What follows belongs to an exercise in optimizing a design on an open flow for small area and a short achievable clock period; a production flow would make more cautious choices. Where RTL was checked, it was by simulation tests only, not by an equivalence proof against the original.

==> run a: inputs <==
==> flow/design.v <==
package conv_pkg;
   localparam int LANE_W = 8;
   typedef enum logic [1:0] {
      IDLE  = 2'd0,
      RUN   = 2'd1,
      DRAIN = 2'd2
   } state_e;
   function automatic logic [31:0] ceil_div(input logic [31:0] num, input logic [31:0] den);
      ceil_div = (num + den - 32'd1) / den;
   endfunction
endpackage
module conv_out_fifo #(
   parameter int WIDTH = 65,
   parameter int DEPTH = 16,
   localparam int SD   = DEPTH - 1
) (
   input  logic             clk,
   input  logic             reset,
   input  logic             push_i,      
   input  logic [WIDTH-1:0] wrData_i,
   input  logic             ready_i,     
   output logic [WIDTH-1:0] rdData_o,
   output logic             valid_o,     
   output logic             empty_o,     
   output logic             one_d_o,     
   output logic             full_d_o     
);
   logic [SD-1:0][WIDTH-1:0] mem_q;
   logic [WIDTH-1:0] head_q;
   logic             headTakesMem, headHold;
   logic [SD-1:0]    wrOH_q, rdOH_q, wrOH_d, we_q, hold_q;
   logic             valid_q, empty_q, one_q, notFull_q;
   logic             eq2, eq15;
   logic             pop;
   logic             headTakesIn;
   logic             empty_d, one_d, full_d;
   logic [WIDTH-1:0] memRd;
   assign pop = ready_i && !empty_q;
   assign eq2  = |(wrOH_q & {rdOH_q[SD-2:0], rdOH_q[SD-1]});
   assign eq15 = |(rdOH_q & {wrOH_q[SD-2:0], wrOH_q[SD-1]});
   assign headTakesIn = empty_q || (one_q && ready_i);
   assign empty_d = (empty_q && !push_i) || (one_q && pop && !push_i);
   assign one_d   = (empty_q && push_i) || (one_q && (push_i == pop)) ||
                    (eq2 && pop && !push_i);
   assign full_d  = (!notFull_q && !pop) || (eq15 && push_i && !pop);
   assign wrOH_d = (push_i && !headTakesIn) ? {wrOH_q[SD-2:0], wrOH_q[SD-1]} : wrOH_q;
   always_ff @(posedge clk or negedge reset) begin
      if (!reset) begin
         wrOH_q    <= SD'(1);
         we_q      <= SD'(1);
         hold_q    <= ~SD'(1);
         rdOH_q    <= SD'(1);
         valid_q   <= 1'b0;
         empty_q   <= 1'b1;
         one_q     <= 1'b0;
         notFull_q <= 1'b1;
      end else begin
         wrOH_q    <= wrOH_d;
         we_q      <= full_d ? '0 : wrOH_d;
         hold_q    <= full_d ? '1 : ~wrOH_d;
         if (pop && !one_q) rdOH_q <= {rdOH_q[SD-2:0], rdOH_q[SD-1]};
         valid_q   <= !empty_d;
         empty_q   <= empty_d;
         one_q     <= one_d;
         notFull_q <= !full_d;
      end
   end
   always_comb begin
      memRd = '0;
      for (int i = 0; i < SD; i++) memRd = memRd | (mem_q[i] & {WIDTH{rdOH_q[i]}});
   end
   assign headTakesMem = !headTakesIn && ready_i;
   assign headHold     = !headTakesIn && !ready_i;
   always_ff @(posedge clk) begin
      for (int i = 0; i < SD; i++)
         mem_q[i] <= (mem_q[i] & {WIDTH{hold_q[i]}}) | (wrData_i & {WIDTH{we_q[i]}});
      head_q <= (head_q & {WIDTH{headHold}}) | (wrData_i & {WIDTH{headTakesIn}}) |
                (memRd & {WIDTH{headTakesMem}});
   end
   assign rdData_o = head_q;
   assign valid_o  = valid_q;
   assign empty_o  = empty_q;
   assign one_d_o  = one_d;
   assign full_d_o = full_d;
endmodule
import conv_pkg::*;
module conv_output_stream #(
   parameter int LANES      = 8,
   parameter int DIM_W      = 16,
   parameter int FIFO_DEPTH = 16
) (
   input  logic                    clk,
   input  logic                    reset,
   input  logic                    start,
   input  logic [DIM_W-1:0]        In_Channel,
   input  logic [DIM_W-1:0]        Matrix_Col,
   input  logic [DIM_W-1:0]        Matrix_Row,
   input  logic [LANE_W*LANES-1:0] sData,
   input  logic                    sValid,
   output logic                    sReady,
   output logic [LANE_W*LANES-1:0] mData_payload,
   output logic                    mData_valid,
   input  logic                    mData_ready,
   output logic                    mData_last,
   output logic                    mData_rowEnd,
   output logic                    layer_done
);
   localparam int DATA_W = LANE_W * LANES;
   localparam int FIFO_W = DATA_W + 1;
   localparam int CNT_W  = $clog2(FIFO_DEPTH) + 1;
   localparam int LW     = $clog2(LANES);
   localparam int GRP_W  = DIM_W - LW;
   logic              idle_q, run_q, drain_q;
   logic              sReady_q, last_q, layerDone_q;
   logic [GRP_W-1:0]  grpCnt_q, grpInit_q;
   logic [LW-1:0]     rem_q;
   logic [DIM_W-1:0]  colCnt_q, colInit_q;
   logic [DIM_W-1:0]  rowCnt_q;
   logic              lastGroup_q, lastCol_q, lastRow_q;
   logic              grpOne_q, colOne_q;
   logic [LANES-1:0]  keep_q, keepLast_q;
   logic              accept;
   logic              runEnd;
   logic              dimZero;
   logic              take;
   logic              beatRowEnd;
   logic [DATA_W-1:0] beatData;
   logic              idle_d, run_d, drain_d;
   logic              lastGroup_d;
   logic              inGrpOne, inColOne, inRowOne;
   logic [LANES-1:0]  inKeepLast;
   logic              grpNextLast, colNextLast, rowNextLast;
   logic              fifoValid, fifoEmpty, fifoOne_d, fifoFull_d;
   logic              stall_q;
   logic [FIFO_W-1:0] fifoRdData;
   assign sReady     = sReady_q;
   assign accept     = sValid && !stall_q;
   assign beatRowEnd = lastGroup_q && lastCol_q;
   assign runEnd     = accept && lastGroup_q && lastCol_q && lastRow_q;
   assign dimZero    = (In_Channel == '0) || (Matrix_Col == '0) || (Matrix_Row == '0);
   assign take       = start && !dimZero;
   assign layer_done = layerDone_q;
   assign mData_last = last_q;
   assign idle_d  = idle_q ? !take : (drain_q && fifoEmpty);
   assign run_d   = run_q ? !runEnd : (idle_q && take);
   assign drain_d = drain_q ? !fifoEmpty : (run_q && runEnd);
   assign inGrpOne = (In_Channel[DIM_W-1:LW] == '0) || (In_Channel == DIM_W'(LANES));
   assign inColOne = (Matrix_Col == DIM_W'(1));
   assign inRowOne = (Matrix_Row == DIM_W'(1));
   always_comb begin
      for (int i = 0; i < LANES; i++)
         inKeepLast[i] = (In_Channel[LW-1:0] == '0) || (In_Channel[LW-1:0] > LW'(i));
   end
   assign grpNextLast = (rem_q == '0) ? (grpCnt_q == GRP_W'(2)) : (grpCnt_q == GRP_W'(1));
   assign colNextLast = (colCnt_q == DIM_W'(2));
   assign rowNextLast = (rowCnt_q == DIM_W'(2));
   assign lastGroup_d = lastGroup_q ? grpOne_q : grpNextLast;
   always_ff @(posedge clk or negedge reset) begin
      if (!reset) begin
         idle_q      <= 1'b1;
         run_q       <= 1'b0;
         drain_q     <= 1'b0;
         sReady_q    <= 1'b0;
         stall_q     <= 1'b1;
         layerDone_q <= 1'b0;
      end else begin
         idle_q      <= idle_d;
         run_q       <= run_d;
         drain_q     <= drain_d;
         sReady_q    <= run_d && !fifoFull_d;
         stall_q     <= !run_d || fifoFull_d;
         layerDone_q <= (idle_q && start && dimZero) || (drain_q && fifoEmpty);
      end
   end
   always_ff @(posedge clk) last_q <= drain_d && fifoOne_d;
   always_ff @(posedge clk) begin
      if (idle_q) begin
         grpCnt_q    <= In_Channel[DIM_W-1:LW];
         grpInit_q   <= In_Channel[DIM_W-1:LW];
         rem_q       <= In_Channel[LW-1:0];
         colCnt_q    <= Matrix_Col;
         colInit_q   <= Matrix_Col;
         rowCnt_q    <= Matrix_Row;
         grpOne_q    <= inGrpOne;
         colOne_q    <= inColOne;
         lastGroup_q <= inGrpOne;
         lastCol_q   <= inColOne;
         lastRow_q   <= inRowOne;
         keepLast_q  <= inKeepLast;
         keep_q      <= inGrpOne ? inKeepLast : '1;
      end else if (accept) begin
         lastGroup_q <= lastGroup_d;
         keep_q      <= lastGroup_d ? keepLast_q : '1;
         if (!lastGroup_q) begin
            grpCnt_q <= grpCnt_q - GRP_W'(1);
         end else begin
            grpCnt_q <= grpInit_q;
            if (!lastCol_q) begin
               colCnt_q  <= colCnt_q - DIM_W'(1);
               lastCol_q <= colNextLast;
            end else begin
               colCnt_q  <= colInit_q;
               lastCol_q <= colOne_q;
               rowCnt_q  <= rowCnt_q - DIM_W'(1);
               lastRow_q <= rowNextLast;
            end
         end
      end
   end
   always_comb begin
      for (int i = 0; i < LANES; i++) begin
         beatData[i*LANE_W +: LANE_W] = keep_q[i] ? sData[i*LANE_W +: LANE_W] : '0;
      end
   end
   conv_out_fifo #(
      .WIDTH (FIFO_W),
      .DEPTH (FIFO_DEPTH)
   ) u_fifo (
      .clk       (clk),
      .reset     (reset),
      .push_i    (accept),
      .wrData_i  ({beatRowEnd, beatData}),
      .ready_i   (mData_ready),
      .rdData_o  (fifoRdData),
      .valid_o   (fifoValid),
      .empty_o   (fifoEmpty),
      .one_d_o   (fifoOne_d),
      .full_d_o  (fifoFull_d)
   );
   assign mData_valid = fifoValid;
   assign {mData_rowEnd, mData_payload} = fifoRdData;
endmodule
==> flow/flow/run.sh <==
#!/bin/bash
# Standard ORFS layout, except that the port buffers are plain buf_2 cells instead
# of the delay cell buffer_ports picks by default.
set -euo pipefail
bash standard.sh synth > synth.log 2>&1
bash standard.sh "BUFFER_PORTS_ARGS=-buffer_cell sky130_fd_sc_hd__buf_2" finish > layout.log 2>&1
==> flow/standard.sh <==
#!/bin/bash
# synth_recipe.tcl (not shown) runs the flow's synth.tcl, then flattens the netlist and writes it again
# the make line also repeats each setting of config.mk as NAME=value (left out here)
make -C /OpenROAD-flow-scripts/flow DESIGN_CONFIG=/design/flow/config.mk WORK_HOME=/design/flow/orfs CLKGATE_MAP_FILE= SYNTH_SCRIPT=/design/flow/synth_recipe.tcl "${@:-finish}"
==> flow/config.mk <==
export PLATFORM = sky130hd
export DESIGN_NAME = conv_output_stream
export DESIGN_NICKNAME = conv_output_stream
export VERILOG_FILES = /design/flow/design.v
export SDC_FILE = /design/flow/constraint.sdc
export NUM_CORES = 4
export LEC_CHECK = 0
export CAP_MARGIN = 20
export CORE_MARGIN = 2
export CORE_UTILIZATION = 65
export CTS_CLUSTER_DIAMETER = 100
export CTS_CLUSTER_SIZE = 30
export SETUP_SLACK_MARGIN = 2.8
export SLEW_MARGIN = 20
==> flow/constraint.sdc <==
create_clock -name core_clock -period 5.0 [get_ports {clk}]
set_input_delay 1.0000 -clock core_clock [delete_from_list [all_inputs] [get_ports {clk}]]
set_output_delay 1.0000 -clock core_clock [all_outputs]
set_load 0.01 [all_outputs]
==> run b: changes against run a <==
--- a/flow/design.v
+++ b/flow/design.v
@@ -114,10 +114,10 @@
    logic              sReady_q, last_q, layerDone_q;
    logic [GRP_W-1:0]  grpCnt_q, grpInit_q;
-   logic [LW-1:0]     rem_q;
+   logic              remZero_q;
    logic [DIM_W-1:0]  colCnt_q, colInit_q;
    logic [DIM_W-1:0]  rowCnt_q;
    logic              lastGroup_q, lastCol_q, lastRow_q;
    logic              grpOne_q, colOne_q;
-   logic [LANES-1:0]  keep_q, keepLast_q;
+   logic [LANES-1:0]  keepLast_q;
    logic              accept;
    logic              runEnd;
@@ -131,4 +131,8 @@
    logic [LANES-1:0]  inKeepLast;
    logic              grpNextLast, colNextLast, rowNextLast;
+   logic [GRP_W-1:0]  grpAcc;
+   logic [DIM_W-1:0]  colAcc, rowAcc;
+   logic              lastColAcc, lastRowAcc;
+   logic              busy, hold;
    logic              fifoValid, fifoEmpty, fifoOne_d, fifoFull_d;
    logic              stall_q;
@@ -152,5 +156,5 @@
          inKeepLast[i] = (In_Channel[LW-1:0] == '0) || (In_Channel[LW-1:0] > LW'(i));
    end
-   assign grpNextLast = (rem_q == '0) ? (grpCnt_q == GRP_W'(2)) : (grpCnt_q == GRP_W'(1));
+   assign grpNextLast = remZero_q ? (grpCnt_q == GRP_W'(2)) : (grpCnt_q == GRP_W'(1));
    assign colNextLast = (colCnt_q == DIM_W'(2));
    assign rowNextLast = (rowCnt_q == DIM_W'(2));
@@ -174,41 +178,42 @@
    end
    always_ff @(posedge clk) last_q <= drain_d && fifoOne_d;
+   always_comb begin
+      grpAcc       = lastGroup_q ? grpInit_q : grpCnt_q - GRP_W'(1);
+      colAcc       = colCnt_q;
+      lastColAcc   = lastCol_q;
+      rowAcc       = rowCnt_q;
+      lastRowAcc   = lastRow_q;
+      if (lastGroup_q) begin
+         colAcc     = lastCol_q ? colInit_q : colCnt_q - DIM_W'(1);
+         lastColAcc = lastCol_q ? colOne_q : colNextLast;
+         if (lastCol_q) begin
+            rowAcc     = rowCnt_q - DIM_W'(1);
+            lastRowAcc = rowNextLast;
+         end
+      end
+   end
+   assign busy = run_q || drain_q;
+   assign hold = busy && !accept;
    always_ff @(posedge clk) begin
-      if (idle_q) begin
-         grpCnt_q    <= In_Channel[DIM_W-1:LW];
-         grpInit_q   <= In_Channel[DIM_W-1:LW];
-         rem_q       <= In_Channel[LW-1:0];
-         colCnt_q    <= Matrix_Col;
-         colInit_q   <= Matrix_Col;
-         rowCnt_q    <= Matrix_Row;
-         grpOne_q    <= inGrpOne;
-         colOne_q    <= inColOne;
-         lastGroup_q <= inGrpOne;
-         lastCol_q   <= inColOne;
-         lastRow_q   <= inRowOne;
-         keepLast_q  <= inKeepLast;
-         keep_q      <= inGrpOne ? inKeepLast : '1;
-      end else if (accept) begin
-         lastGroup_q <= lastGroup_d;
-         keep_q      <= lastGroup_d ? keepLast_q : '1;
-         if (!lastGroup_q) begin
-            grpCnt_q <= grpCnt_q - GRP_W'(1);
-         end else begin
-            grpCnt_q <= grpInit_q;
-            if (!lastCol_q) begin
-               colCnt_q  <= colCnt_q - DIM_W'(1);
-               lastCol_q <= colNextLast;
-            end else begin
-               colCnt_q  <= colInit_q;
-               lastCol_q <= colOne_q;
-               rowCnt_q  <= rowCnt_q - DIM_W'(1);
-               lastRow_q <= rowNextLast;
-            end
-         end
-      end
+      grpCnt_q    <= (In_Channel[DIM_W-1:LW] & {GRP_W{idle_q}}) | (grpAcc & {GRP_W{accept}}) |
+                     (grpCnt_q & {GRP_W{hold}});
+      colCnt_q    <= (Matrix_Col & {DIM_W{idle_q}}) | (colAcc & {DIM_W{accept}}) |
+                     (colCnt_q & {DIM_W{hold}});
+      rowCnt_q    <= (Matrix_Row & {DIM_W{idle_q}}) | (rowAcc & {DIM_W{accept}}) |
+                     (rowCnt_q & {DIM_W{hold}});
+      lastGroup_q <= (inGrpOne && idle_q) || (lastGroup_d && accept) || (lastGroup_q && hold);
+      lastCol_q   <= (inColOne && idle_q) || (lastColAcc && accept) || (lastCol_q && hold);
+      lastRow_q   <= (inRowOne && idle_q) || (lastRowAcc && accept) || (lastRow_q && hold);
+      grpInit_q   <= (In_Channel[DIM_W-1:LW] & {GRP_W{idle_q}}) | (grpInit_q & {GRP_W{busy}});
+      colInit_q   <= (Matrix_Col & {DIM_W{idle_q}}) | (colInit_q & {DIM_W{busy}});
+      remZero_q   <= ((In_Channel[LW-1:0] == '0) && idle_q) || (remZero_q && busy);
+      grpOne_q    <= (inGrpOne && idle_q) || (grpOne_q && busy);
+      colOne_q    <= (inColOne && idle_q) || (colOne_q && busy);
+      keepLast_q  <= (inKeepLast & {LANES{idle_q}}) | (keepLast_q & {LANES{busy}});
    end
    always_comb begin
       for (int i = 0; i < LANES; i++) begin
-         beatData[i*LANE_W +: LANE_W] = keep_q[i] ? sData[i*LANE_W +: LANE_W] : '0;
+         beatData[i*LANE_W +: LANE_W] = (keepLast_q[i] || !lastGroup_q) ?
+                                        sData[i*LANE_W +: LANE_W] : '0;
       end
    end
==> flow/flow/run.sh (replaced) <==
#!/bin/bash
# Standard ORFS layout, except that:
#  - the port buffers are plain buf_2 cells instead of the delay cell buffer_ports
#    picks by default;
#  - the resizer may change a cell's footprint when it sizes it;
#  - clock tree synthesis uses a finer H-tree wire unit (shorter insertion delay).
set -euo pipefail
bash standard.sh synth > synth.log 2>&1
bash standard.sh "BUFFER_PORTS_ARGS=-buffer_cell sky130_fd_sc_hd__buf_2" MATCH_CELL_FOOTPRINT=0 \
  "CTS_ARGS=-sink_clustering_enable -repair_clock_nets -sink_clustering_size 24 -sink_clustering_max_diameter 90 -wire_unit 5" \
  finish > layout.log 2>&1
--- a/flow/config.mk
+++ b/flow/config.mk
@@ -8,7 +8,7 @@
 export CAP_MARGIN = 20
 export CORE_MARGIN = 2
-export CORE_UTILIZATION = 65
-export CTS_CLUSTER_DIAMETER = 100
-export CTS_CLUSTER_SIZE = 30
-export SETUP_SLACK_MARGIN = 2.8
+export CORE_UTILIZATION = 78
+export CTS_CLUSTER_DIAMETER = 90
+export CTS_CLUSTER_SIZE = 24
+export SETUP_SLACK_MARGIN = 3.0
 export SLEW_MARGIN = 20
==> run c: changes against run a <==
--- a/flow/design.v
+++ b/flow/design.v
@@ -13,5 +13,6 @@
    parameter int WIDTH = 65,
    parameter int DEPTH = 16,
-   localparam int SD   = DEPTH - 1
+   localparam int SD   = DEPTH - 1,
+   localparam int CW   = $clog2(DEPTH) + 1
 ) (
    input  logic             clk,
@@ -22,13 +23,13 @@
    output logic [WIDTH-1:0] rdData_o,
    output logic             valid_o,     
-   output logic             empty_o,     
+   output logic             empty_d_o,   
    output logic             one_d_o,     
    output logic             full_d_o     
 );
-   logic [SD-1:0][WIDTH-1:0] mem_q;
+   logic [WIDTH-1:0] mem [SD];
    logic [WIDTH-1:0] head_q;
-   logic             headTakesMem, headHold;
-   logic [SD-1:0]    wrOH_q, rdOH_q, wrOH_d, we_q, hold_q;
-   logic             valid_q, empty_q, one_q, notFull_q;
+   logic [SD-1:0]    wrOH_q, rdOH_q, wrOH_d, we_q;
+   logic [CW-1:0]    count_q, count_d;
+   logic             valid_q, one_q, notFull_q;
    logic             eq2, eq15;
    logic             pop;
@@ -36,10 +37,17 @@
    logic             empty_d, one_d, full_d;
    logic [WIDTH-1:0] memRd;
-   assign pop = ready_i && !empty_q;
-   assign eq2  = |(wrOH_q & {rdOH_q[SD-2:0], rdOH_q[SD-1]});
-   assign eq15 = |(rdOH_q & {wrOH_q[SD-2:0], wrOH_q[SD-1]});
-   assign headTakesIn = empty_q || (one_q && ready_i);
-   assign empty_d = (empty_q && !push_i) || (one_q && pop && !push_i);
-   assign one_d   = (empty_q && push_i) || (one_q && (push_i == pop)) ||
+   assign pop  = ready_i && valid_q;
+   assign eq2  = (count_q == CW'(2));
+   assign eq15 = (count_q == CW'(DEPTH - 1));
+   assign headTakesIn = !valid_q || (one_q && ready_i);
+   always_comb begin
+      case ({push_i, pop})
+         2'b10:   count_d = count_q + CW'(1);
+         2'b01:   count_d = count_q - CW'(1);
+         default: count_d = count_q;
+      endcase
+   end
+   assign empty_d = (!valid_q && !push_i) || (one_q && pop && !push_i);
+   assign one_d   = (!valid_q && push_i) || (one_q && (push_i == pop)) ||
                     (eq2 && pop && !push_i);
    assign full_d  = (!notFull_q && !pop) || (eq15 && push_i && !pop);
@@ -49,8 +57,7 @@
          wrOH_q    <= SD'(1);
          we_q      <= SD'(1);
-         hold_q    <= ~SD'(1);
          rdOH_q    <= SD'(1);
+         count_q   <= '0;
          valid_q   <= 1'b0;
-         empty_q   <= 1'b1;
          one_q     <= 1'b0;
          notFull_q <= 1'b1;
@@ -58,8 +65,7 @@
          wrOH_q    <= wrOH_d;
          we_q      <= full_d ? '0 : wrOH_d;
-         hold_q    <= full_d ? '1 : ~wrOH_d;
-         if (pop && !one_q) rdOH_q <= {rdOH_q[SD-2:0], rdOH_q[SD-1]};
+         if (pop && valid_q && !one_q) rdOH_q <= {rdOH_q[SD-2:0], rdOH_q[SD-1]};
+         count_q   <= count_d;
          valid_q   <= !empty_d;
-         empty_q   <= empty_d;
          one_q     <= one_d;
          notFull_q <= !full_d;
@@ -68,19 +74,17 @@
    always_comb begin
       memRd = '0;
-      for (int i = 0; i < SD; i++) memRd = memRd | (mem_q[i] & {WIDTH{rdOH_q[i]}});
-   end
-   assign headTakesMem = !headTakesIn && ready_i;
-   assign headHold     = !headTakesIn && !ready_i;
+      for (int i = 0; i < SD; i++) memRd = memRd | (mem[i] & {WIDTH{rdOH_q[i]}});
+   end
    always_ff @(posedge clk) begin
       for (int i = 0; i < SD; i++)
-         mem_q[i] <= (mem_q[i] & {WIDTH{hold_q[i]}}) | (wrData_i & {WIDTH{we_q[i]}});
-      head_q <= (head_q & {WIDTH{headHold}}) | (wrData_i & {WIDTH{headTakesIn}}) |
-                (memRd & {WIDTH{headTakesMem}});
-   end
-   assign rdData_o = head_q;
-   assign valid_o  = valid_q;
-   assign empty_o  = empty_q;
-   assign one_d_o  = one_d;
-   assign full_d_o = full_d;
+         if (we_q[i]) mem[i] <= wrData_i;
+      if (headTakesIn)  head_q <= wrData_i;
+      else if (ready_i) head_q <= memRd;
+   end
+   assign rdData_o  = head_q;
+   assign valid_o   = valid_q;
+   assign empty_d_o = empty_d;
+   assign one_d_o   = one_d;
+   assign full_d_o  = full_d;
 endmodule
 import conv_pkg::*;
@@ -131,9 +135,8 @@
    logic [LANES-1:0]  inKeepLast;
    logic              grpNextLast, colNextLast, rowNextLast;
-   logic              fifoValid, fifoEmpty, fifoOne_d, fifoFull_d;
-   logic              stall_q;
+   logic              fifoValid, fifoEmpty_d, fifoOne_d, fifoFull_d;
    logic [FIFO_W-1:0] fifoRdData;
    assign sReady     = sReady_q;
-   assign accept     = sValid && !stall_q;
+   assign accept     = sValid && sReady_q;
    assign beatRowEnd = lastGroup_q && lastCol_q;
    assign runEnd     = accept && lastGroup_q && lastCol_q && lastRow_q;
@@ -142,7 +145,7 @@
    assign layer_done = layerDone_q;
    assign mData_last = last_q;
-   assign idle_d  = idle_q ? !take : (drain_q && fifoEmpty);
+   assign idle_d  = idle_q ? !take : (drain_q && !fifoValid);
    assign run_d   = run_q ? !runEnd : (idle_q && take);
-   assign drain_d = drain_q ? !fifoEmpty : (run_q && runEnd);
+   assign drain_d = drain_q ? fifoValid : (run_q && runEnd);
    assign inGrpOne = (In_Channel[DIM_W-1:LW] == '0) || (In_Channel == DIM_W'(LANES));
    assign inColOne = (Matrix_Col == DIM_W'(1));
@@ -162,5 +165,5 @@
          drain_q     <= 1'b0;
          sReady_q    <= 1'b0;
-         stall_q     <= 1'b1;
+         last_q      <= 1'b0;
          layerDone_q <= 1'b0;
       end else begin
@@ -169,9 +172,8 @@
          drain_q     <= drain_d;
          sReady_q    <= run_d && !fifoFull_d;
-         stall_q     <= !run_d || fifoFull_d;
-         layerDone_q <= (idle_q && start && dimZero) || (drain_q && fifoEmpty);
-      end
-   end
-   always_ff @(posedge clk) last_q <= drain_d && fifoOne_d;
+         last_q      <= drain_d && fifoOne_d;
+         layerDone_q <= (idle_q && start && dimZero) || (drain_q && !fifoValid);
+      end
+   end
    always_ff @(posedge clk) begin
       if (idle_q) begin
@@ -224,5 +226,5 @@
       .rdData_o  (fifoRdData),
       .valid_o   (fifoValid),
-      .empty_o   (fifoEmpty),
+      .empty_d_o (fifoEmpty_d),
       .one_d_o   (fifoOne_d),
       .full_d_o  (fifoFull_d)
--- a/flow/config.mk
+++ b/flow/config.mk
@@ -9,6 +9,4 @@
 export CORE_MARGIN = 2
 export CORE_UTILIZATION = 65
-export CTS_CLUSTER_DIAMETER = 100
-export CTS_CLUSTER_SIZE = 30
-export SETUP_SLACK_MARGIN = 2.8
+export SETUP_SLACK_MARGIN = 2.5
 export SLEW_MARGIN = 20
==> out/metrics.cfg <==
[synthesis]
synth_mux_area_share_pct=0.962
synth_area_mm2=0.0450

[cells_and_area]
n_antenna_cell=8
n_fill_cell=4932

[cts]
numCtsBuffers=46

[run_status]
outcome=no timing/DRC/antenna violations

[pwr]
swShare_pct=28.9

[routing]
wl_per_cell_um=36.0

Source of the figures above: run a

==> out/metrics.cfg <==
[cells_and_area]
n_antenna_cell=4
largest_reg_flops=975
inv_count=17
area_growth_pct=13.0
multi_input_area_share_pct=16.4

[synthesis]
synth_area_mm2=0.0444
synth_mux_area_share_pct=1.15

[routing]
dr.first_iter.drc_count=3725

[cts]
cts_buffer_depth=3
numCtsBuffers=115

[critical_path]
reg2reg_from=u_fifo.rdOH_q[6]

[timing]
setup_slack_ps=2560

[pwr]
swShare_pct=19.4

[global_route]
use_met3_pct=6.02

[run_status]
outcome=no timing/DRC/antenna violations

Source of the figures above: run c

==> out/metrics.cfg <==
[run_status]
outcome=no timing/DRC/antenna violations

[hold_path]
min_from=keepLast_q[2]

[timing]
finalCritPeriodShare_pct=48.9
slew_viol_final=0

[cells_and_area]
n_fill_cell=2839
n_antenna_cell=6

[synthesis]
synthTopCellsByArea=dfxtp_1, a22o_1, a22oi_1, clkbuf_1, dfrtp_1
synth_mux_area_share_pct=0.891
synth_area_mm2=0.0439

[pwr]
swShare_pct=26.8

Source of the figures above: run b

Only the layout flow was run in run c; the RTL was not checked for function there.

## re-timing with driven ports
The flow's constraints put no driver on any port. The routed layouts listed below were extracted and timed again, unchanged, in two steps.
Step 1 sets driving cells, clkbuf_16 on the clock port and buf_2 on the other inputs (assumed; they add their load-dependent delay and slew).
Step 2, shift: input delay + t, output delay - t, t = (earliest + latest rising clock arrival at the registers) / 2. This alone moves slack from input paths to output paths.
Three values: no drivers, after step 1, after step 2; two values: the first two.
run | t, ns | setup WS [ns] | worst setup path at the end | clock arrival spread, ns | worst data-port slew with drivers (ns)
run a | 0.723 | 2.730 / 2.730 / 2.251 | input to register | 0.030 / 0.030 | 0.08
run b | 0.679 | 2.555 / 2.555 / 2.278 | input to register | 0.022 / 0.022 | 0.07
run c | 0.726 | 2.562 / 2.537 / 1.914 | input to register | 0.031 / 0.030 | 0.12
After both steps every run listed still meets setup and hold. For run c, which loses most, drivers alone change the setup slack by -0.025 ns; drivers and shift together by -0.648 ns.
